Source: an optimization exercise on an open RTL-to-GDS flow (aim: small area and a short achievable clock period). Production flows keep margins and buffers that such runs may drop. Where RTL was checked, it was by simulation tests only, not by an equivalence proof against the original. Only the layout flow was run in runs 2 and 3; the RTL was not checked for function there. No activity file was given, so power comes from the tool's default toggle rates.

## flow/design.v (module list and top-level ports; edited modules follow where they fit)
// module csd_mult_bank: 1500 lines
module csd_mult_bank (
    input  wire logic        clk,
    input  wire logic        rst_n,
    input  wire logic [15:0] x,
    input  wire logic        x_valid,
    output logic      [31:0] y0,
    output logic      [31:0] y1,
    output logic      [31:0] y2,
    output logic      [31:0] y3,
    output logic             y_valid
);
  // ...
==> flow/flow/run.sh <==
#!/bin/bash
# The standard layout, with a small buffer (buf_2) on each port instead of the default
# port buffer cell, and power recovery (downsizing of cells off the critical paths) after
# global routing. Each tool's output goes to its own log in this folder; ORFS keeps its
# per-step logs under orfs/logs.
set -euo pipefail
bash standard.sh 'BUFFER_PORTS_ARGS=-buffer_cell sky130_fd_sc_hd__buf_2' 'RECOVER_POWER=100' finish > make_finish.log 2>&1
==> flow/standard.sh <==
#!/bin/bash
# synth_recipe.tcl (not shown) runs the flow's synth.tcl, then flattens the netlist and writes it again
# the make line also repeats each setting of config.mk as NAME=value (left out here)
make -C /OpenROAD-flow-scripts/flow DESIGN_CONFIG=/design/flow/config.mk WORK_HOME=/design/flow/orfs CLKGATE_MAP_FILE= SYNTH_SCRIPT=/design/flow/synth_recipe.tcl "${@:-finish}"
==> flow/config.mk <==
export PLATFORM = sky130hd
export DESIGN_NAME = csd_mult_bank
export DESIGN_NICKNAME = csd_mult_bank
export VERILOG_FILES = /design/flow/design.v
export SDC_FILE = /design/flow/constraint.sdc
export NUM_CORES = 4
export LEC_CHECK = 0
export CAP_MARGIN = 20
export CORE_MARGIN = 2
export CORE_UTILIZATION = 40
export CTS_BUF_LIST = sky130_fd_sc_hd__clkbuf_8
export SETUP_SLACK_MARGIN = 2.4
export SLEW_MARGIN = 20
export TNS_END_PERCENT = 0
==> flow/constraint.sdc <==
create_clock -name core_clock -period 5.0 [get_ports {clk}]
set_input_delay 1.0000 -clock core_clock [delete_from_list [all_inputs] [get_ports {clk}]]
set_output_delay 1.0000 -clock core_clock [all_outputs]
set_load 0.01 [all_outputs]
==> summary.txt, run 1 <==
outcome=complete, no violations; DR iter-0 viols=~560; crit path time final=3250 ps; Final non-clock buffer share=0.0592; slew margin rel.=0.466; clk slew on worst S/H paths=~100 ps; CP Data Arrival Time=about 3700 ps; Critical R2R Launch=p63[3]; P per Cell Area=around 570 nW/um^2; hold_ws=between 400 and 500 ps; multi-input combinational area share=0.596; Power Total=between 6 and 7 mW; simple-gate portion of the synthesized area=0.107; crit path cell chain=clkbuf_1 -> ha_1 -> inv_1 -> fa_1 -> nand2b_1 -> a211oi_1 -> o211ai_1 -> a21boi_0 -> a221oi_1 -> o21ai_0 -> xnor2_1; drt via density=a little over 5; routed vias=roughly 8100; register area=just over 3000 um^2; post-route ant nets=0; H-tree depth=4; Clock net power=0.949 mW; hold_buf cts=0; total wire length=between 20000 and 30000 um; Pre-antenna DRT Iters=5; CTS max path bufs=2; full die area=between 20000 and 30000 um^2; crit path capture=p1[22]; critical path buffer and inverter count=2; Inverters, non-clock=56; met2 usage in global routing=0.314; Mapped Nets=roughly 1300; Residual DRC=0; seq_cells=149; most numerous cell in the Yosys netlist=dfxtp_1; Yosys reg bits=around 150; HPWL after DPL=between 15000 and 20000 um; GRT Max-Usage Layer=met2; Finished Core Util=0.460; Int Power=about 3.7 mW; ys flop type=dfxtp_1; die height=roughly 170 um; number of diodes=0; area of the multi-input gates=7080 um^2; CTS Buf Count=17; Synth area leader=dfxtp_1; fraction of area in registers=0.259
==> run 2, diff against run 1 <==
--- a/flow/design.v
+++ b/flow/design.v
@@ -6,145 +6,147 @@
     input  wire logic [15:0] x,
     input  wire logic        x_valid,
     output logic      [31:0] y0,
     output logic      [31:0] y1,
     output logic      [31:0] y2,
     output logic      [31:0] y3,
     output logic             y_valid
 );
-    logic [1:0] v;
+    logic [2:0] v;
     always_ff @(posedge clk) begin
         if (!rst_n) v <= '0;
-        else        v <= {v[0:0], x_valid};
+        else        v <= {v[1:0], x_valid};
     end
-    assign y_valid = v[1];
+    assign y_valid = v[2];
+    logic [15:0] xr;
     logic [16:0] n1;
     logic [18:0] p5;
     logic [21:0] p63;
     logic [25:0] p0;
     logic [23:0] p1;
     logic [26:0] p2;
     logic [24:0] p3;
-    wire n1_c1 = ~x[1] & ~x[0];
-    wire n1_p2 = ~x[2] & ~x[1];
-    wire n1_p3 = ~x[3] & ~x[2];
-    wire n1_p4 = ~x[4] & ~x[3];
-    wire n1_p5 = ~x[5] & ~x[4];
-    wire n1_p6 = ~x[6] & ~x[5];
-    wire n1_p7 = ~x[7] & ~x[6];
-    wire n1_p8 = ~x[8] & ~x[7];
-    wire n1_p9 = ~x[9] & ~x[8];
-    wire n1_p10 = ~x[10] & ~x[9];
-    wire n1_p11 = ~x[11] & ~x[10];
-    wire n1_p12 = ~x[12] & ~x[11];
-    wire n1_p13 = ~x[13] & ~x[12];
-    wire n1_p14 = ~x[14] & ~x[13];
-    wire n1_p15 = ~x[15] & ~x[14];
-    wire n1_p16 = ~x[15] & ~x[15];
-    wire n1_c17 = n1_p2 & ~x[0];
+    wire [15:0] xr_d = {x[15], x[14], x[13], x[12], x[11], x[10], x[9], x[8], x[7], x[6], x[5], x[4], x[3], x[2], x[1], x[0]};
+    wire n1_c1 = ~xr[1] & ~xr[0];
+    wire n1_p2 = ~xr[2] & ~xr[1];
+    wire n1_p3 = ~xr[3] & ~xr[2];
+    wire n1_p4 = ~xr[4] & ~xr[3];
+    wire n1_p5 = ~xr[5] & ~xr[4];
+    wire n1_p6 = ~xr[6] & ~xr[5];
+    wire n1_p7 = ~xr[7] & ~xr[6];
+    wire n1_p8 = ~xr[8] & ~xr[7];
+    wire n1_p9 = ~xr[9] & ~xr[8];
+    wire n1_p10 = ~xr[10] & ~xr[9];
+    wire n1_p11 = ~xr[11] & ~xr[10];
+    wire n1_p12 = ~xr[12] & ~xr[11];
+    wire n1_p13 = ~xr[13] & ~xr[12];
+    wire n1_p14 = ~xr[14] & ~xr[13];
+    wire n1_p15 = ~xr[15] & ~xr[14];
+    wire n1_p16 = ~xr[15] & ~xr[15];
+    wire n1_c17 = n1_p2 & ~xr[0];
     wire n1_c18 = n1_p3 & n1_c1;
-    wire n1_p19 = n1_p3 & ~x[1];
+    wire n1_p19 = n1_p3 & ~xr[1];
     wire n1_p20 = n1_p4 & n1_p2;
     wire n1_p21 = n1_p5 & n1_p3;
     wire n1_p22 = n1_p6 & n1_p4;
     wire n1_p23 = n1_p7 & n1_p5;
     wire n1_p24 = n1_p8 & n1_p6;
     wire n1_p25 = n1_p9 & n1_p7;
     wire n1_p26 = n1_p10 & n1_p8;
     wire n1_p27 = n1_p11 & n1_p9;
     wire n1_p28 = n1_p12 & n1_p10;
     wire n1_p29 = n1_p13 & n1_p11;
     wire n1_p30 = n1_p14 & n1_p12;
     wire n1_p31 = n1_p15 & n1_p13;
     wire n1_p32 = n1_p16 & n1_p14;
-    wire n1_c33 = n1_p20 & ~x[0];
+    wire n1_c33 = n1_p20 & ~xr[0];
     wire n1_c34 = n1_p21 & n1_c1;
-    wire n1_p35 = n1_p21 & ~x[1];
+    wire n1_p35 = n1_p21 & ~xr[1];
     wire n1_c36 = n1_p22 & n1_c17;
     wire n1_p37 = n1_p22 & n1_p2;
     wire n1_c38 = n1_p23 & n1_c18;
     wire n1_p39 = n1_p23 & n1_p19;
     wire n1_p40 = n1_p24 & n1_p20;
     wire n1_p41 = n1_p25 & n1_p21;
     wire n1_p42 = n1_p26 & n1_p22;
     wire n1_p43 = n1_p27 & n1_p23;
     wire n1_p44 = n1_p28 & n1_p24;
     wire n1_p45 = n1_p29 & n1_p25;
     wire n1_p46 = n1_p30 & n1_p26;
     wire n1_p47 = n1_p31 & n1_p27;
     wire n1_p48 = n1_p32 & n1_p28;
-    wire n1_c49 = n1_p40 & ~x[0];
+    wire n1_c49 = n1_p40 & ~xr[0];
     wire n1_c50 = n1_p41 & n1_c1;
-    wire n1_p51 = n1_p41 & ~x[1];
+    wire n1_p51 = n1_p41 & ~xr[1];
     wire n1_c52 = n1_p42 & n1_c17;
     wire n1_p53 = n1_p42 & n1_p2;
     wire n1_c54 = n1_p43 & n1_c18;
     wire n1_p55 = n1_p43 & n1_p19;
     wire n1_c56 = n1_p44 & n1_c33;
     wire n1_p57 = n1_p44 & n1_p20;
     wire n1_c58 = n1_p45 & n1_c34;
     wire n1_p59 = n1_p45 & n1_p35;
     wire n1_c60 = n1_p46 & n1_c36;
     wire n1_p61 = n1_p46 & n1_p37;
     wire n1_c62 = n1_p47 & n1_c38;
     wire n1_p63 = n1_p47 & n1_p39;
     wire n1_p64 = n1_p48 & n1_p40;
-    wire n1_c65 = n1_p64 & ~x[0];
-    wire n1_s66 = ~x[1] ^ ~x[0];
-    wire n1_s67 = ~x[2] ^ n1_c1;
-    wire n1_s68 = ~x[3] ^ n1_c17;
-    wire n1_s69 = ~x[4] ^ n1_c18;
-    wire n1_s70 = ~x[5] ^ n1_c33;
-    wire n1_s71 = ~x[6] ^ n1_c34;
-    wire n1_s72 = ~x[7] ^ n1_c36;
-    wire n1_s73 = ~x[8] ^ n1_c38;
-    wire n1_s74 = ~x[9] ^ n1_c49;
-    wire n1_s75 = ~x[10] ^ n1_c50;
-    wire n1_s76 = ~x[11] ^ n1_c52;
-    wire n1_s77 = ~x[12] ^ n1_c54;
-    wire n1_s78 = ~x[13] ^ n1_c56;
-    wire n1_s79 = ~x[14] ^ n1_c58;
-    wire n1_s80 = ~x[15] ^ n1_c60;
-    wire n1_s81 = ~x[15] ^ n1_c62;
-    wire [16:0] n1_d = {n1_s81, n1_s80, n1_s79, n1_s78, n1_s77, n1_s76, n1_s75, n1_s74, n1_s73, n1_s72, n1_s71, n1_s70, n1_s69, n1_s68, n1_s67, n1_s66, x[0]};
-    wire p5_x82 = x[0] ^ x[2];
-    wire p5_g83 = x[0] & x[2];
-    wire p5_x84 = x[1] ^ x[3];
-    wire p5_g85 = x[1] & x[3];
-    wire p5_x86 = x[2] ^ x[4];
-    wire p5_g87 = x[2] & x[4];
-    wire p5_x88 = x[3] ^ x[5];
-    wire p5_g89 = x[3] & x[5];
-    wire p5_x90 = x[4] ^ x[6];
-    wire p5_g91 = x[4] & x[6];
-    wire p5_x92 = x[5] ^ x[7];
-    wire p5_g93 = x[5] & x[7];
-    wire p5_x94 = x[6] ^ x[8];
-    wire p5_g95 = x[6] & x[8];
-    wire p5_x96 = x[7] ^ x[9];
-    wire p5_g97 = x[7] & x[9];
-    wire p5_x98 = x[8] ^ x[10];
-    wire p5_g99 = x[8] & x[10];
-    wire p5_x100 = x[9] ^ x[11];
-    wire p5_g101 = x[9] & x[11];
-    wire p5_x102 = x[10] ^ x[12];
-    wire p5_g103 = x[10] & x[12];
-    wire p5_x104 = x[11] ^ x[13];
-    wire p5_g105 = x[11] & x[13];
-    wire p5_x106 = x[12] ^ x[14];
-    wire p5_g107 = x[12] & x[14];
-    wire p5_x108 = x[13] ^ x[15];
-    wire p5_g109 = x[13] & x[15];
-    wire p5_x110 = x[14] ^ x[15];
-    wire p5_g111 = x[14] & x[15];
-    wire p5_x112 = x[15] ^ x[15];
-    wire p5_g113 = x[15] & x[15];
-    wire p5_x114 = x[15] ^ x[15];
-    wire p5_g115 = x[15] & x[15];
+    wire n1_c65 = n1_p64 & ~xr[0];
+    wire n1_s66 = ~xr[1] ^ ~xr[0];
+    wire n1_s67 = ~xr[2] ^ n1_c1;
+    wire n1_s68 = ~xr[3] ^ n1_c17;
+    wire n1_s69 = ~xr[4] ^ n1_c18;
+    wire n1_s70 = ~xr[5] ^ n1_c33;
+    wire n1_s71 = ~xr[6] ^ n1_c34;
+    wire n1_s72 = ~xr[7] ^ n1_c36;
+    wire n1_s73 = ~xr[8] ^ n1_c38;
+    wire n1_s74 = ~xr[9] ^ n1_c49;
+    wire n1_s75 = ~xr[10] ^ n1_c50;
+    wire n1_s76 = ~xr[11] ^ n1_c52;
+    wire n1_s77 = ~xr[12] ^ n1_c54;
+    wire n1_s78 = ~xr[13] ^ n1_c56;
+    wire n1_s79 = ~xr[14] ^ n1_c58;
+    wire n1_s80 = ~xr[15] ^ n1_c60;
+    wire n1_s81 = ~xr[15] ^ n1_c62;
+    wire [16:0] n1_d = {n1_s81, n1_s80, n1_s79, n1_s78, n1_s77, n1_s76, n1_s75, n1_s74, n1_s73, n1_s72, n1_s71, n1_s70, n1_s69, n1_s68, n1_s67, n1_s66, xr[0]};
+    wire p5_x82 = xr[0] ^ xr[2];
+    wire p5_g83 = xr[0] & xr[2];
+    wire p5_x84 = xr[1] ^ xr[3];
+    wire p5_g85 = xr[1] & xr[3];
+    wire p5_x86 = xr[2] ^ xr[4];
+    wire p5_g87 = xr[2] & xr[4];
+    wire p5_x88 = xr[3] ^ xr[5];
+    wire p5_g89 = xr[3] & xr[5];
+    wire p5_x90 = xr[4] ^ xr[6];
+    wire p5_g91 = xr[4] & xr[6];
+    wire p5_x92 = xr[5] ^ xr[7];
+    wire p5_g93 = xr[5] & xr[7];
+    wire p5_x94 = xr[6] ^ xr[8];
+    wire p5_g95 = xr[6] & xr[8];
+    wire p5_x96 = xr[7] ^ xr[9];
+    wire p5_g97 = xr[7] & xr[9];
+    wire p5_x98 = xr[8] ^ xr[10];
+    wire p5_g99 = xr[8] & xr[10];
+    wire p5_x100 = xr[9] ^ xr[11];
+    wire p5_g101 = xr[9] & xr[11];
+    wire p5_x102 = xr[10] ^ xr[12];
+    wire p5_g103 = xr[10] & xr[12];
+    wire p5_x104 = xr[11] ^ xr[13];
+    wire p5_g105 = xr[11] & xr[13];
+    wire p5_x106 = xr[12] ^ xr[14];
+    wire p5_g107 = xr[12] & xr[14];
+    wire p5_x108 = xr[13] ^ xr[15];
+    wire p5_g109 = xr[13] & xr[15];
+    wire p5_x110 = xr[14] ^ xr[15];
+    wire p5_g111 = xr[14] & xr[15];
+    wire p5_x112 = xr[15] ^ xr[15];
+    wire p5_g113 = xr[15] & xr[15];
+    wire p5_x114 = xr[15] ^ xr[15];
+    wire p5_g115 = xr[15] & xr[15];
     wire p5_c116 = p5_g85 | (p5_x84 & p5_g83);
     wire p5_p117 = p5_x84 & p5_x82;
     wire p5_c118 = p5_g87 | (p5_x86 & p5_g85);
     wire p5_p119 = p5_x86 & p5_x84;
     wire p5_c120 = p5_g89 | (p5_x88 & p5_g87);
     wire p5_p121 = p5_x88 & p5_x86;
     wire p5_c122 = p5_g91 | (p5_x90 & p5_g89);
     wire p5_p123 = p5_x90 & p5_x88;
@@ -259,55 +261,55 @@
     wire p5_s232 = p5_x100 ^ p5_c204;
     wire p5_s233 = p5_x102 ^ p5_c206;
     wire p5_s234 = p5_x104 ^ p5_c208;
     wire p5_s235 = p5_x106 ^ p5_c210;
     wire p5_s236 = p5_x108 ^ p5_c212;
     wire p5_s237 = p5_x110 ^ p5_c214;
     wire p5_s238 = p5_x112 ^ p5_c216;
     wire p5_s239 = p5_x114 ^ p5_c218;
-    wire [18:0] p5_d = {p5_s239, p5_s238, p5_s237, p5_s236, p5_s235, p5_s234, p5_s233, p5_s232, p5_s231, p5_s230, p5_s229, p5_s228, p5_s227, p5_s226, p5_s225, p5_s224, p5_x82, x[1], x[0]};
-    wire p63_x240 = x[0] ^ ~x[6];
-    wire p63_g241 = x[0] & ~x[6];
-    wire p63_x242 = x[1] ^ ~x[7];
-    wire p63_g243 = x[1] & ~x[7];
-    wire p63_x244 = x[2] ^ ~x[8];
-    wire p63_g245 = x[2] & ~x[8];
-    wire p63_x246 = x[3] ^ ~x[9];
-    wire p63_g247 = x[3] & ~x[9];
-    wire p63_x248 = x[4] ^ ~x[10];
-    wire p63_g249 = x[4] & ~x[10];
-    wire p63_x250 = x[5] ^ ~x[11];
-    wire p63_g251 = x[5] & ~x[11];
-    wire p63_x252 = x[6] ^ ~x[12];
-    wire p63_g253 = x[6] & ~x[12];
-    wire p63_x254 = x[7] ^ ~x[13];
-    wire p63_g255 = x[7] & ~x[13];
-    wire p63_x256 = x[8] ^ ~x[14];
-    wire p63_g257 = x[8] & ~x[14];
-    wire p63_x258 = x[9] ^ ~x[15];
-    wire p63_g259 = x[9] & ~x[15];
-    wire p63_x260 = x[10] ^ ~x[15];
-    wire p63_g261 = x[10] & ~x[15];
-    wire p63_x262 = x[11] ^ ~x[15];
-    wire p63_g263 = x[11] & ~x[15];
-    wire p63_x264 = x[12] ^ ~x[15];
-    wire p63_g265 = x[12] & ~x[15];
-    wire p63_x266 = x[13] ^ ~x[15];
-    wire p63_g267 = x[13] & ~x[15];
-    wire p63_x268 = x[14] ^ ~x[15];
-    wire p63_g269 = x[14] & ~x[15];
-    wire p63_x270 = x[15] ^ ~x[15];
-    wire p63_g271 = x[15] & ~x[15];
-    wire p63_c272 = ~x[1] & ~x[0];
-    wire p63_p273 = ~x[2] & ~x[1];
-    wire p63_p274 = ~x[3] & ~x[2];
-    wire p63_p275 = ~x[4] & ~x[3];
-    wire p63_p276 = ~x[5] & ~x[4];
-    wire p63_p277 = p63_x240 & ~x[5];
+    wire [18:0] p5_d = {p5_s239, p5_s238, p5_s237, p5_s236, p5_s235, p5_s234, p5_s233, p5_s232, p5_s231, p5_s230, p5_s229, p5_s228, p5_s227, p5_s226, p5_s225, p5_s224, p5_x82, xr[1], xr[0]};
+    wire p63_x240 = xr[0] ^ ~xr[6];
+    wire p63_g241 = xr[0] & ~xr[6];
+    wire p63_x242 = xr[1] ^ ~xr[7];
+    wire p63_g243 = xr[1] & ~xr[7];
+    wire p63_x244 = xr[2] ^ ~xr[8];
+    wire p63_g245 = xr[2] & ~xr[8];
+    wire p63_x246 = xr[3] ^ ~xr[9];
+    wire p63_g247 = xr[3] & ~xr[9];
+    wire p63_x248 = xr[4] ^ ~xr[10];
+    wire p63_g249 = xr[4] & ~xr[10];
+    wire p63_x250 = xr[5] ^ ~xr[11];
+    wire p63_g251 = xr[5] & ~xr[11];
+    wire p63_x252 = xr[6] ^ ~xr[12];
+    wire p63_g253 = xr[6] & ~xr[12];
+    wire p63_x254 = xr[7] ^ ~xr[13];
+    wire p63_g255 = xr[7] & ~xr[13];
+    wire p63_x256 = xr[8] ^ ~xr[14];
+    wire p63_g257 = xr[8] & ~xr[14];
+    wire p63_x258 = xr[9] ^ ~xr[15];
+    wire p63_g259 = xr[9] & ~xr[15];
+    wire p63_x260 = xr[10] ^ ~xr[15];
+    wire p63_g261 = xr[10] & ~xr[15];
+    wire p63_x262 = xr[11] ^ ~xr[15];
+    wire p63_g263 = xr[11] & ~xr[15];
+    wire p63_x264 = xr[12] ^ ~xr[15];
+    wire p63_g265 = xr[12] & ~xr[15];
+    wire p63_x266 = xr[13] ^ ~xr[15];
+    wire p63_g267 = xr[13] & ~xr[15];
+    wire p63_x268 = xr[14] ^ ~xr[15];
+    wire p63_g269 = xr[14] & ~xr[15];
+    wire p63_x270 = xr[15] ^ ~xr[15];
+    wire p63_g271 = xr[15] & ~xr[15];
+    wire p63_c272 = ~xr[1] & ~xr[0];
+    wire p63_p273 = ~xr[2] & ~xr[1];
+    wire p63_p274 = ~xr[3] & ~xr[2];
+    wire p63_p275 = ~xr[4] & ~xr[3];
+    wire p63_p276 = ~xr[5] & ~xr[4];
+    wire p63_p277 = p63_x240 & ~xr[5];
     wire p63_c278 = p63_g243 | (p63_x242 & p63_g241);
     wire p63_p279 = p63_x242 & p63_x240;
     wire p63_c280 = p63_g245 | (p63_x244 & p63_g243);
     wire p63_p281 = p63_x244 & p63_x242;
     wire p63_c282 = p63_g247 | (p63_x246 & p63_g245);
     wire p63_p283 = p63_x246 & p63_x244;
     wire p63_c284 = p63_g249 | (p63_x248 & p63_g247);
     wire p63_p285 = p63_x248 & p63_x246;
@@ -328,19 +330,19 @@
     wire p63_c300 = p63_g265 | (p63_x264 & p63_g263);
     wire p63_p301 = p63_x264 & p63_x262;
     wire p63_c302 = p63_g267 | (p63_x266 & p63_g265);
     wire p63_p303 = p63_x266 & p63_x264;
     wire p63_c304 = p63_g269 | (p63_x268 & p63_g267);
     wire p63_p305 = p63_x268 & p63_x266;
     wire p63_c306 = p63_g271 | (p63_x270 & p63_g269);
     wire p63_p307 = p63_x270 & p63_x268;
-    wire p63_c308 = p63_p273 & ~x[0];
+    wire p63_c308 = p63_p273 & ~xr[0];
     wire p63_c309 = p63_p274 & p63_c272;
-    wire p63_p310 = p63_p274 & ~x[1];
+    wire p63_p310 = p63_p274 & ~xr[1];
     wire p63_p311 = p63_p275 & p63_p273;
     wire p63_p312 = p63_p276 & p63_p274;
     wire p63_p313 = p63_p277 & p63_p275;
     wire p63_p314 = p63_p279 & p63_p276;
     wire p63_c315 = p63_c280 | (p63_p281 & p63_g241);
     wire p63_p316 = p63_p281 & p63_p277;
     wire p63_c317 = p63_c282 | (p63_p283 & p63_c278);
     wire p63_p318 = p63_p283 & p63_p279;
@@ -363,19 +365,19 @@
     wire p63_c335 = p63_c300 | (p63_p301 & p63_c296);
     wire p63_p336 = p63_p301 & p63_p297;
     wire p63_c337 = p63_c302 | (p63_p303 & p63_c298);
     wire p63_p338 = p63_p303 & p63_p299;
     wire p63_c339 = p63_c304 | (p63_p305 & p63_c300);
     wire p63_p340 = p63_p305 & p63_p301;
     wire p63_c341 = p63_c306 | (p63_p307 & p63_c302);
     wire p63_p342 = p63_p307 & p63_p303;
-    wire p63_c343 = p63_p311 & ~x[0];
+    wire p63_c343 = p63_p311 & ~xr[0];
     wire p63_c344 = p63_p312 & p63_c272;
-    wire p63_p345 = p63_p312 & ~x[1];
+    wire p63_p345 = p63_p312 & ~xr[1];
     wire p63_c346 = p63_g241 | (p63_p313 & p63_c308);
     wire p63_p347 = p63_p313 & p63_p273;
     wire p63_c348 = p63_c278 | (p63_p314 & p63_c309);
     wire p63_p349 = p63_p314 & p63_p310;
     wire p63_p350 = p63_p316 & p63_p311;
     wire p63_p351 = p63_p318 & p63_p312;
     wire p63_c352 = p63_c319 | (p63_p320 & p63_g241);
     wire p63_p353 = p63_p320 & p63_p313;
@@ -396,19 +398,19 @@
     wire p63_c368 = p63_c335 | (p63_p336 & p63_c327);
     wire p63_p369 = p63_p336 & p63_p328;
     wire p63_c370 = p63_c337 | (p63_p338 & p63_c329);
     wire p63_p371 = p63_p338 & p63_p330;
     wire p63_c372 = p63_c339 | (p63_p340 & p63_c331);
     wire p63_p373 = p63_p340 & p63_p332;
     wire p63_c374 = p63_c341 | (p63_p342 & p63_c333);
     wire p63_p375 = p63_p342 & p63_p334;
-    wire p63_c376 = p63_c315 | (p63_p350 & ~x[0]);
+    wire p63_c376 = p63_c315 | (p63_p350 & ~xr[0]);
     wire p63_c377 = p63_c317 | (p63_p351 & p63_c272);
-    wire p63_p378 = p63_p351 & ~x[1];
+    wire p63_p378 = p63_p351 & ~xr[1];
     wire p63_c379 = p63_c352 | (p63_p353 & p63_c308);
     wire p63_p380 = p63_p353 & p63_p273;
     wire p63_c381 = p63_c354 | (p63_p355 & p63_c309);
     wire p63_p382 = p63_p355 & p63_p310;
     wire p63_c383 = p63_c356 | (p63_p357 & p63_c343);
     wire p63_p384 = p63_p357 & p63_p311;
     wire p63_c385 = p63_c358 | (p63_p359 & p63_c344);
     wire p63_p386 = p63_p359 & p63_p345;
@@ -423,49 +425,49 @@
     wire p63_c395 = p63_c368 | (p63_p369 & p63_c352);
     wire p63_p396 = p63_p369 & p63_p353;
     wire p63_c397 = p63_c370 | (p63_p371 & p63_c354);
     wire p63_p398 = p63_p371 & p63_p355;
     wire p63_c399 = p63_c372 | (p63_p373 & p63_c356);
     wire p63_p400 = p63_p373 & p63_p357;
     wire p63_c401 = p63_c374 | (p63_p375 & p63_c358);
     wire p63_p402 = p63_p375 & p63_p359;
-    wire p63_c403 = p63_c391 | (p63_p392 & ~x[0]);
+    wire p63_c403 = p63_c391 | (p63_p392 & ~xr[0]);
     wire p63_c404 = p63_c393 | (p63_p394 & p63_c272);
-    wire p63_p405 = p63_p394 & ~x[1];
+    wire p63_p405 = p63_p394 & ~xr[1];
     wire p63_c406 = p63_c395 | (p63_p396 & p63_c308);
     wire p63_p407 = p63_p396 & p63_p273;
     wire p63_c408 = p63_c397 | (p63_p398 & p63_c309);
     wire p63_p409 = p63_p398 & p63_p310;
     wire p63_c410 = p63_c399 | (p63_p400 & p63_c343);
     wire p63_p411 = p63_p400 & p63_p311;
     wire p63_c412 = p63_c401 | (p63_p402 & p63_c344);
     wire p63_p413 = p63_p402 & p63_p345;
-    wire p63_s414 = ~x[1] ^ ~x[0];
-    wire p63_s415 = ~x[2] ^ p63_c272;
-    wire p63_s416 = ~x[3] ^ p63_c308;
-    wire p63_s417 = ~x[4] ^ p63_c309;
-    wire p63_s418 = ~x[5] ^ p63_c343;
+    wire p63_s414 = ~xr[1] ^ ~xr[0];
+    wire p63_s415 = ~xr[2] ^ p63_c272;
+    wire p63_s416 = ~xr[3] ^ p63_c308;
+    wire p63_s417 = ~xr[4] ^ p63_c309;
+    wire p63_s418 = ~xr[5] ^ p63_c343;
     wire p63_s419 = p63_x240 ^ p63_c344;
     wire p63_s420 = p63_x242 ^ p63_c346;
     wire p63_s421 = p63_x244 ^ p63_c348;
     wire p63_s422 = p63_x246 ^ p63_c376;
     wire p63_s423 = p63_x248 ^ p63_c377;
     wire p63_s424 = p63_x250 ^ p63_c379;
     wire p63_s425 = p63_x252 ^ p63_c381;
     wire p63_s426 = p63_x254 ^ p63_c383;
     wire p63_s427 = p63_x256 ^ p63_c385;
     wire p63_s428 = p63_x258 ^ p63_c387;
     wire p63_s429 = p63_x260 ^ p63_c389;
     wire p63_s430 = p63_x262 ^ p63_c403;
     wire p63_s431 = p63_x264 ^ p63_c404;
     wire p63_s432 = p63_x266 ^ p63_c406;
     wire p63_s433 = p63_x268 ^ p63_c408;
     wire p63_s434 = p63_x270 ^ p63_c410;
-    wire [21:0] p63_d = {p63_s434, p63_s433, p63_s432, p63_s431, p63_s430, p63_s429, p63_s428, p63_s427, p63_s426, p63_s425, p63_s424, p63_s423, p63_s422, p63_s421, p63_s420, p63_s419, p63_s418, p63_s417, p63_s416, p63_s415, p63_s414, x[0]};
+    wire [21:0] p63_d = {p63_s434, p63_s433, p63_s432, p63_s431, p63_s430, p63_s429, p63_s428, p63_s427, p63_s426, p63_s425, p63_s424, p63_s423, p63_s422, p63_s421, p63_s420, p63_s419, p63_s418, p63_s417, p63_s416, p63_s415, p63_s414, xr[0]};
     wire p0_435 = n1[0] ^ p63[10];
     wire p0_436 = n1[0] & p63[10];
     wire p0_437 = n1[1] ^ p63[11] ^ p63[10];
     wire p0_438 = (n1[1] & p63[11]) | (n1[1] & p63[10]) | (p63[11] & p63[10]);
     wire p0_439 = n1[2] ^ p63[12] ^ p63[11];
     wire p0_440 = (n1[2] & p63[12]) | (n1[2] & p63[11]) | (p63[12] & p63[11]);
     wire p0_441 = n1[3] ^ p63[13] ^ p63[12];
     wire p0_442 = (n1[3] & p63[13]) | (n1[3] & p63[12]) | (p63[13] & p63[12]);
@@ -1482,16 +1484,17 @@
     wire p3_s1450 = p3_x1276 ^ p3_c1412;
     wire p3_s1451 = p3_x1278 ^ p3_c1414;
     wire p3_s1452 = p3_x1280 ^ p3_c1426;
     wire p3_s1453 = p3_x1282 ^ p3_c1428;
     wire p3_s1454 = p3_x1284 ^ p3_c1430;
     wire p3_s1455 = p3_x1286 ^ p3_c1432;
     wire [24:0] p3_d = {p3_s1455, p3_s1454, p3_s1453, p3_s1452, p3_s1451, p3_s1450, p3_s1449, p3_s1448, p3_s1447, p3_s1446, p3_s1445, p3_s1444, p3_s1443, p3_s1442, p3_s1441, p3_s1440, p3_s1439, p3_s1438, p3_s1437, p3_s1436, p3_x1246, p63[3], p63[2], p63[1], p63[0]};
     always_ff @(posedge clk) begin
+        xr <= xr_d;
         n1 <= n1_d;
         p5 <= p5_d;
         p63 <= p63_d;
         p0 <= p0_d;
         p1 <= p1_d;
         p2 <= p2_d;
         p3 <= p3_d;
     end
==> flow/flow/run.sh (replaced) <==
#!/bin/bash
# The standard layout, with a small buffer (buf_2) on each port instead of the default
# port buffer cell. Each tool's output goes to its own log in this folder; ORFS keeps its
# per-step logs under orfs/logs.
set -euo pipefail
bash standard.sh 'BUFFER_PORTS_ARGS=-buffer_cell sky130_fd_sc_hd__buf_2' finish > make_finish.log 2>&1
==> flow/config.mk (replaced) <==
export PLATFORM = sky130hd
export DESIGN_NAME = csd_mult_bank
export DESIGN_NICKNAME = csd_mult_bank
export VERILOG_FILES = /design/flow/design.v
export SDC_FILE = /design/flow/constraint.sdc
export NUM_CORES = 4
export LEC_CHECK = 0
export CAP_MARGIN = 20
export CORE_MARGIN = 2
export CORE_UTILIZATION = 40
export CTS_BUF_LIST = sky130_fd_sc_hd__clkbuf_8
export SETUP_SLACK_MARGIN = 1.8
export SLEW_MARGIN = 20
==> summary.txt, run 2 <==
Yosys reg bits=166 (+11%); most numerous cell in the Yosys netlist=dfxtp_1; worst stage delay on the critical path=approximately 670 ps; DR WL/cell=16.3 um; skew final=between 10 and 15 ps; Non-Filler Instances=between 1500 and 2000; first-pass GRT wire length=around 40000 um; clock latency (worst-skew pair)=480 ps; ys flop type=dfxtp_1; Residual DRC=0 (unchanged); Hold Path Class=reg -> reg; CP Data Arrival Time=3440 ps (-210 ps); Slew @ Worst Pin=615 ps; CTS tree=done; yosys warns=1; max reg flops=26; RSZ-0062 raised after global routing=true; largest net degree at the start of global routing=20; crit path max fanout=9; Pre-antenna DRT Iters=5 (unchanged); DR iter-0 viols=547 (-2.1%); max-cap violations=0; setup TNS=0 ps; biggest regs=p2 x26, p0 x25, p3 x25; Cells after Synth=about 1100; Setup violations, final=0; hold_ws=429 ps (-12.3 ps); post-route ant nets=0 (unchanged); Synth area leader=dfxtp_1; number of diodes=0 (unchanged); GR Overflow Total=0; CP startpoint kind=flop; die span in x=roughly 170 um; Port Buffers=~150; Max Clk Rate=roughly 330 MHz; max-slew violation count=0; Layout Nets=roughly 1400; post-synthesis sequential area ratio=0.307; drt via density=5.26 (+1.2%); core area=26700 um^2; initial antenna violation count=0; Mapped Nets=1325 (+3.8%); full die area=28400 um^2 (+3.4%); Synth top cells by count=166 x dfxtp_1, 126 x ha_1, 84 x xnor2_1; Peak VDD IR=about 0.0002 V; commonest non-fill, non-tap cell in the layout=dfxtp_1; number of global-route vias before repair=about 8100; area delta synth->final=11.9%; routed vias=8330 (+2.9%); WP data required=5380 ps; CTS max path bufs=2 (unchanged); H-tree depth=4 (unchanged); clk slew on worst S/H paths=110 ps (about the same); layout cells sized above 1=0.166; Setup CP Type=reg -> reg; Slowest-stage cell, CP=dfxtp_1; HPWL after DPL=20100 um (+1.0%); Final Hold Vio Count=0; total wire length=25900 um (+0.69%); CTS root buf=clkbuf_8; Cell Rows=60; Starting Density=0.404; Layout fillers=2579; TritonCTS Sinks=approximately 170; outcome=complete, no violations; mapped cell area=10800 um^2; asr flop ratio synth=0; hold_buf cts=0 (unchanged); Crit. End Element=flop; global-route usage over all layers=0.185; number of enable flip-flop cells after synthesis=0; Placed Cells=about 1600; Yosys cell types=63; GP Congestion=about 0.89; Leak=5.46 nW; crit path cell chain=fa_1 -> ha_1 -> and4_1 -> o2bb2a_1 -> o2111ai_1 -> o211ai_1 -> o21ai_0 -> o31ai_1 -> xnor2_1; most flop-heavy register=p2; crit path time final=3060 ps (-183 ps); P per Cell Area=575 nW/um^2 (+1.5%); top area cells in the synthesized netlist=dfxtp_1 31%, ha_1 15%, fa_1 11%; most frequent cells in the layout=151 x dfxtp_1, 146 x buf_2, 126 x ha_1; slew margin rel.=0.590 (+0.123); die height=168 um (+1.7%); num ports=between 100 and 150; fin crit share=0.613; Syn Area/Cell=approximately 9.7 um^2; CTS Buf Count=17 (unchanged); post-synth top area share=0.307
## run 2: cell types whose count changed in the layout (fill, tap and decap cells not counted), sizes merged, moves of 7 or more
cell | previous run | this run
a21oi | 95 | 83
buf | 25 | 146
clkbuf | 156 | 17
dfxtp | 149 | 166
nand2b | 10 | 17
nand3 | 17 | 26
nand4 | 5 | 13
nor2 | 50 | 65
nor3 | 18 | 25
o21a | 21 | 14
## run 2: path summary, 6_finish.rpt
kind                from  endpoint  slack, ps  depth (start not counted)
setup reg to reg  p63[2]    p1[21]       1940                          9
hold / removal    xr[15]    p5[18]        430                          0
setup / recovery  p63[2]    p1[21]       1940                          9
hold reg to reg   xr[15]    p5[18]        430                          0
## run 2: layout make-up
cell class	instances	area, um^2	area share
multi-input combinational	844	6960	0.575
inverter	56	210	0.0174
timing repair buffer	146	731	0.0604
tap	341	427	0.0353
clock inverter	15	185	0.0153
sequential	166	3350	0.277
clock buffer	17	234	0.0193
## run 2: worst max-delay path, delay by kind of cell (launching register included)
| kind | cells | cell delay, ps |
|---|---|---|
| AOI/OAI and AO/OA | 5 | 990 |
| xor gates and xnor gates | 1 | 130 |
| adders and majority gates | 2 | 880 |
| DFF | 1 | 670 |
| and+or+nand+nor | 1 | 270 |
## run 2: metal layers
layer / track usage / up-vias / wire (um)
met5: 0 / - / 0
met4: 0.0641 / 0 / 568
met3: 0.0306 / 36 / 1220
met2: 0.318 / 230 / 12300
met1: 0.236 / 3921 / 11800
li1: - / 4143 / -
## run 2: cells by family after synthesis
family	count (synthesis)	share of synthesized area
compound gates	279	0.168
simple gates	256	0.118
fa+ha+maj	188	0.261
flops	166	0.307
xor+xnor	117	0.0948
buf+inv	108	0.0488
mux	3	0.00278
other cells	1	0.000347
## run 2: report_power, final
group,switching (mW),internal (mW)
Clock,0.616,0.384
Sequential,0.282,1.78
Combinational,2.22,1.67
Total,3.12,3.84
## run 2: stage by stage
step / total power, mW / utilization / setup slack, ps / area (um^2)
after global routing: 7.55 / 0.453 / 1730 / 12100
final: 6.96 / 0.453 / 1940 / 12100
after CTS: 7.00 / 0.452 / 1820 / 12100
after global placement: 5.96 / 0.436 / 1730 / 11600
after floorplan: 4.88 / - / 2130 / 10800
after detailed placement: 5.97 / 0.436 / 1700 / 11600
## run 2: what timing repair did
action / CTS / global route
setup endpoints to repair: 5 / 11
resized for setup: 6 / 14
gates cloned: 0 / 0
endpoints found under the hold margin: 0 / 0
buffers inserted: 0 / 0
==> run 3, diff against run 2 <==
--- a/flow/config.mk
+++ b/flow/config.mk
@@ -11,3 +11,4 @@
 export CTS_BUF_LIST = sky130_fd_sc_hd__clkbuf_8
-export SETUP_SLACK_MARGIN = 1.8
+export SETUP_SLACK_MARGIN = 2.6
 export SLEW_MARGIN = 20
+export TNS_END_PERCENT = 0
==> summary.txt, run 3 <==
total wire length=27000 um (+4.5%); Cells after Synth=1118 (unchanged); Synth Area in Compound Gates=0.168 (unchanged); clk slew on worst S/H paths=100 ps (about the same); initial antenna violation count=0 (unchanged); full die area=28400 um^2 (unchanged); post-synth top area share=0.307 (unchanged); Slew @ Worst Pin=561 ps (-54.3 ps); GR Overflow Total=0 (unchanged); Crit. End Element=flop; CTS root buf=clkbuf_8; Setup violations, final=0 (unchanged); TritonCTS Sinks=166 (unchanged); max-slew violation count=0 (unchanged); clock latency (worst-skew pair)=480 ps (about the same); FF-to-FF End=p0[22]; DR WL/cell=16.7 um (+2.4%); r2r setup slk=2220 ps (+290 ps); num ports=148 (unchanged); H-tree depth=4 (unchanged); area delta synth->final=17.1%; P per Cell Area=576 nW/um^2 (about the same); Syn Area/Cell=9.67 um^2 (unchanged); first-pass GRT wire length=42500 um (+3.1%); RSZ-0062 raised after global routing=true; family with the most delay on the worst path=adder cells; Cell Rows=60 (unchanged); post-route ant nets=0 (unchanged); Peak VDD IR=0.000208 V (+6.2%); max reg flops=26 (unchanged); top area cells in the synthesized netlist=dfxtp_1 31%, ha_1 15%, fa_1 11%; Yosys reg bits=166 (unchanged); Port Buffers=146 (unchanged); Critical R2R Launch=n1[7]; CP Data Arrival Time=3200 ps (-240 ps); Starting Density=0.404 (unchanged); CTS Buf Count=17 (unchanged); crit path cell chain=fa_1 -> ha_2 -> a21o_1 -> a211oi_1 -> inv_1 -> o211a_4 -> or4b_4 -> nand3_2; post-synthesis sequential area ratio=0.307 (unchanged); area share of fa/ha/maj cells after synthesis=0.261 (unchanged); CTS tree=done; HPWL after DPL=20600 um (+2.2%); Reg2Reg Depth=8 (-1); crit path max fanout=9 (unchanged); asr flop ratio synth=0 (unchanged); Synth Area in XOR/XNOR=0.0948 (unchanged); Final Hold Vio Count=0 (unchanged); Residual DRC=0 (unchanged); number of global-route vias before repair=8091 (+0.25%); crit path time final=2780 ps (-286 ps); largest family of logic cells by synthesized area=adder cells; layout cells sized above 1=0.234 (+0.0685); most frequent cells in the layout=146 x buf_2, 131 x dfxtp_1, 113 x ha_1; most flop-heavy register=p2; Mapped Nets=1325 (unchanged); Critical Path Start=n1[7]; simple-gate portion of the synthesized area=0.118 (unchanged); Pre-antenna DRT Iters=5 (unchanged); WP data required=5420 ps (+40 ps); number of enable flip-flop cells after synthesis=0 (unchanged); mapped cell area=10800 um^2 (unchanged); skew final=20.7 ps (+6.65 ps); CP startpoint kind=flop; outcome=complete, no violations; GP Congestion=0.872 (-1.6%); die span in x=168 um (unchanged); ys flop type=dfxtp_1; biggest regs=p2 x26, p0 x25, p3 x25; worst stage delay on the critical path=550 ps (-120 ps); largest net degree at the start of global routing=19 (-5.0%); number of diodes=0 (unchanged); Slowest-stage cell, CP=fa_1; Hold Path Class=reg -> reg; fin crit share=0.556 (-0.0572); Max Clk Rate=360 MHz (+10%); yosys warns=1 (unchanged); Synth area leader=dfxtp_1; Yosys cell types=63 (unchanged); max-cap violations=0 (unchanged); Leak=5.63 nW (+3.2%); Synth top cells by count=166 x dfxtp_1, 126 x ha_1, 84 x xnor2_1; mux share of post-synthesis cell area=0.00278 (unchanged); most numerous cell in the Yosys netlist=dfxtp_1; commonest non-fill, non-tap cell in the layout=buf_2; global-route usage over all layers=0.191 (+0.00594); drt via density=5.18 (-1.3%); Layout fillers=2535 (-1.7%); DR iter-0 viols=497 (-9.1%); WHS Endpoint=p2[3]; Layout Nets=1471 (+2.3%); CTS max path bufs=2 (unchanged); critical path buffer and inverter count=1 (+1); hold_buf cts=0 (unchanged); Hold Startpoint=p5[3]; setup TNS=0 ps (unchanged); hold_ws=417 ps (-11.6 ps); Min-Delay Path Depth=0 (unchanged); die height=168 um (unchanged); core area=26700 um^2 (unchanged); Setup CP Type=reg -> reg; routed vias=8389 (+0.71%); slew margin rel.=0.623 (+0.0333)
-- run 3: cell count changes in the layout (fill, tap and decap cells not counted), sizes merged --
cell    delta
buf       +33
clkinv     -3
inv        +2
clkbuf     +1
-- run 3: worst max path at each step --
stage | end | slack (ps) | cells past startpoint
CTS | p0[22] | 2200 | 10
finish | p0[22] | 2220 | 8
global placement | p3[20] | 1960 | 10
global route | p2[26] | 2130 | 10
floorplan | p0[22] | 2340 | 10
detailed placement | p3[20] | 1910 | 10
-- run 3: stage by stage --
stage | std cells | utilization | power, mW | setup WS [ps] | area [um^2]
finish | 1618 | 0.474 | 7.29 | 2220 | 12700
floorplan | 1118 | - | 4.91 | 2340 | 10900
CTS | 1601 | 0.463 | 7.16 | 2200 | 12400
global route | 1618 | 0.474 | 7.86 | 2130 | 12700
detailed placement | 1553 | 0.437 | 6.01 | 1910 | 11700
global placement | 1553 | 0.437 | 5.99 | 1960 | 11700
-- run 3: what timing repair did --
action	4_1_cts	5_1_grt
endpoints found under the setup margin	60	71
pin swaps	10	20
gates resized for setup	46	42
buffers inserted	16	17
-- run 3: cell type report --
type,count,area (um^2),share of cell area
Inverter,56,210,0.0166
Multi-Input combinational cell,844,7220,0.570
Tap cell,341,427,0.0337
Clock inverter,14,156,0.0124
Sequential cell,166,3410,0.269
Timing Repair Buffer,179,991,0.0783
Clock buffer,18,248,0.0196
-- run 3: worst register-to-register path: cells and delay by family (launching register included) --
kind	cells	cell delay, ps
fa+ha+maj	2	880
flops	1	420
simple gates	2	570
compound gates	3	760
buf+inv	1	110
-- run 3: metal layers --
layer	wire, um	track usage	vias up
met4	331	0.0465	0
met1	12600	0.250	3966
met5	0	0	-
met3	948	0.0315	20
li1	-	-	4209
met2	13200	0.330	194
-- run 3: power breakdown --
group / internal [mW] / switching [mW]
Clock: 0.390 / 0.599
Combinational: 1.88 / 2.37
Sequential: 1.78 / 0.268
Total: 4.05 / 3.24
-- run 3: cell families (layout without fill, tap and decap cells) --
group	Yosys count	after routing
compound gates	279	279
simple gates	256	256
fa+ha+maj	188	188
flops	166	166
xor+xnor	117	117
buf+inv	108	267
mux	3	3
other cells	1	1

-- what the ideal ports hide --
How much do the figures lean on ideal ports? The routed layouts below were timed once more, with nothing changed but the port constraints. Step 1 (the two cells are an assumption about what drives the block):
set clk [get_ports {clk}]
set_driving_cell -lib_cell sky130_fd_sc_hd__clkbuf_16 $clk
set_driving_cell -lib_cell sky130_fd_sc_hd__buf_2 [delete_from_list [all_inputs] $clk]
Step 2, shift: input delay + t, output delay - t, t = (earliest + latest rising clock arrival at the registers) / 2. This alone moves slack from input paths to output paths. Three values: ideal, step 1, step 2; two values: the first two.
| run | t, ns | setup WS [ns] | worst hold slack (ns) | worst register clock-pin slew, ns | worst slew at a driven data input, ns |
|---|---|---|---|---|---|
| run 1 | 0.500 | 1.753 / 1.753 / 1.477 | 0.441 / 0.441 / 0.441 | 0.10 / 0.10 | 0.04 |
| run 2 | 0.521 | 1.936 / 1.936 / 1.936 | 0.429 / 0.429 / 0.429 | 0.11 / 0.11 | 0.03 |
| run 3 | 0.509 | 2.222 / 2.222 / 2.222 | 0.417 / 0.417 / 0.417 | 0.11 / 0.11 | 0.03 |
After both steps every run listed still meets setup and hold. The setup slack of run 1, which loses most, moves by 0.000 ns with the drivers and by -0.276 ns with both steps.
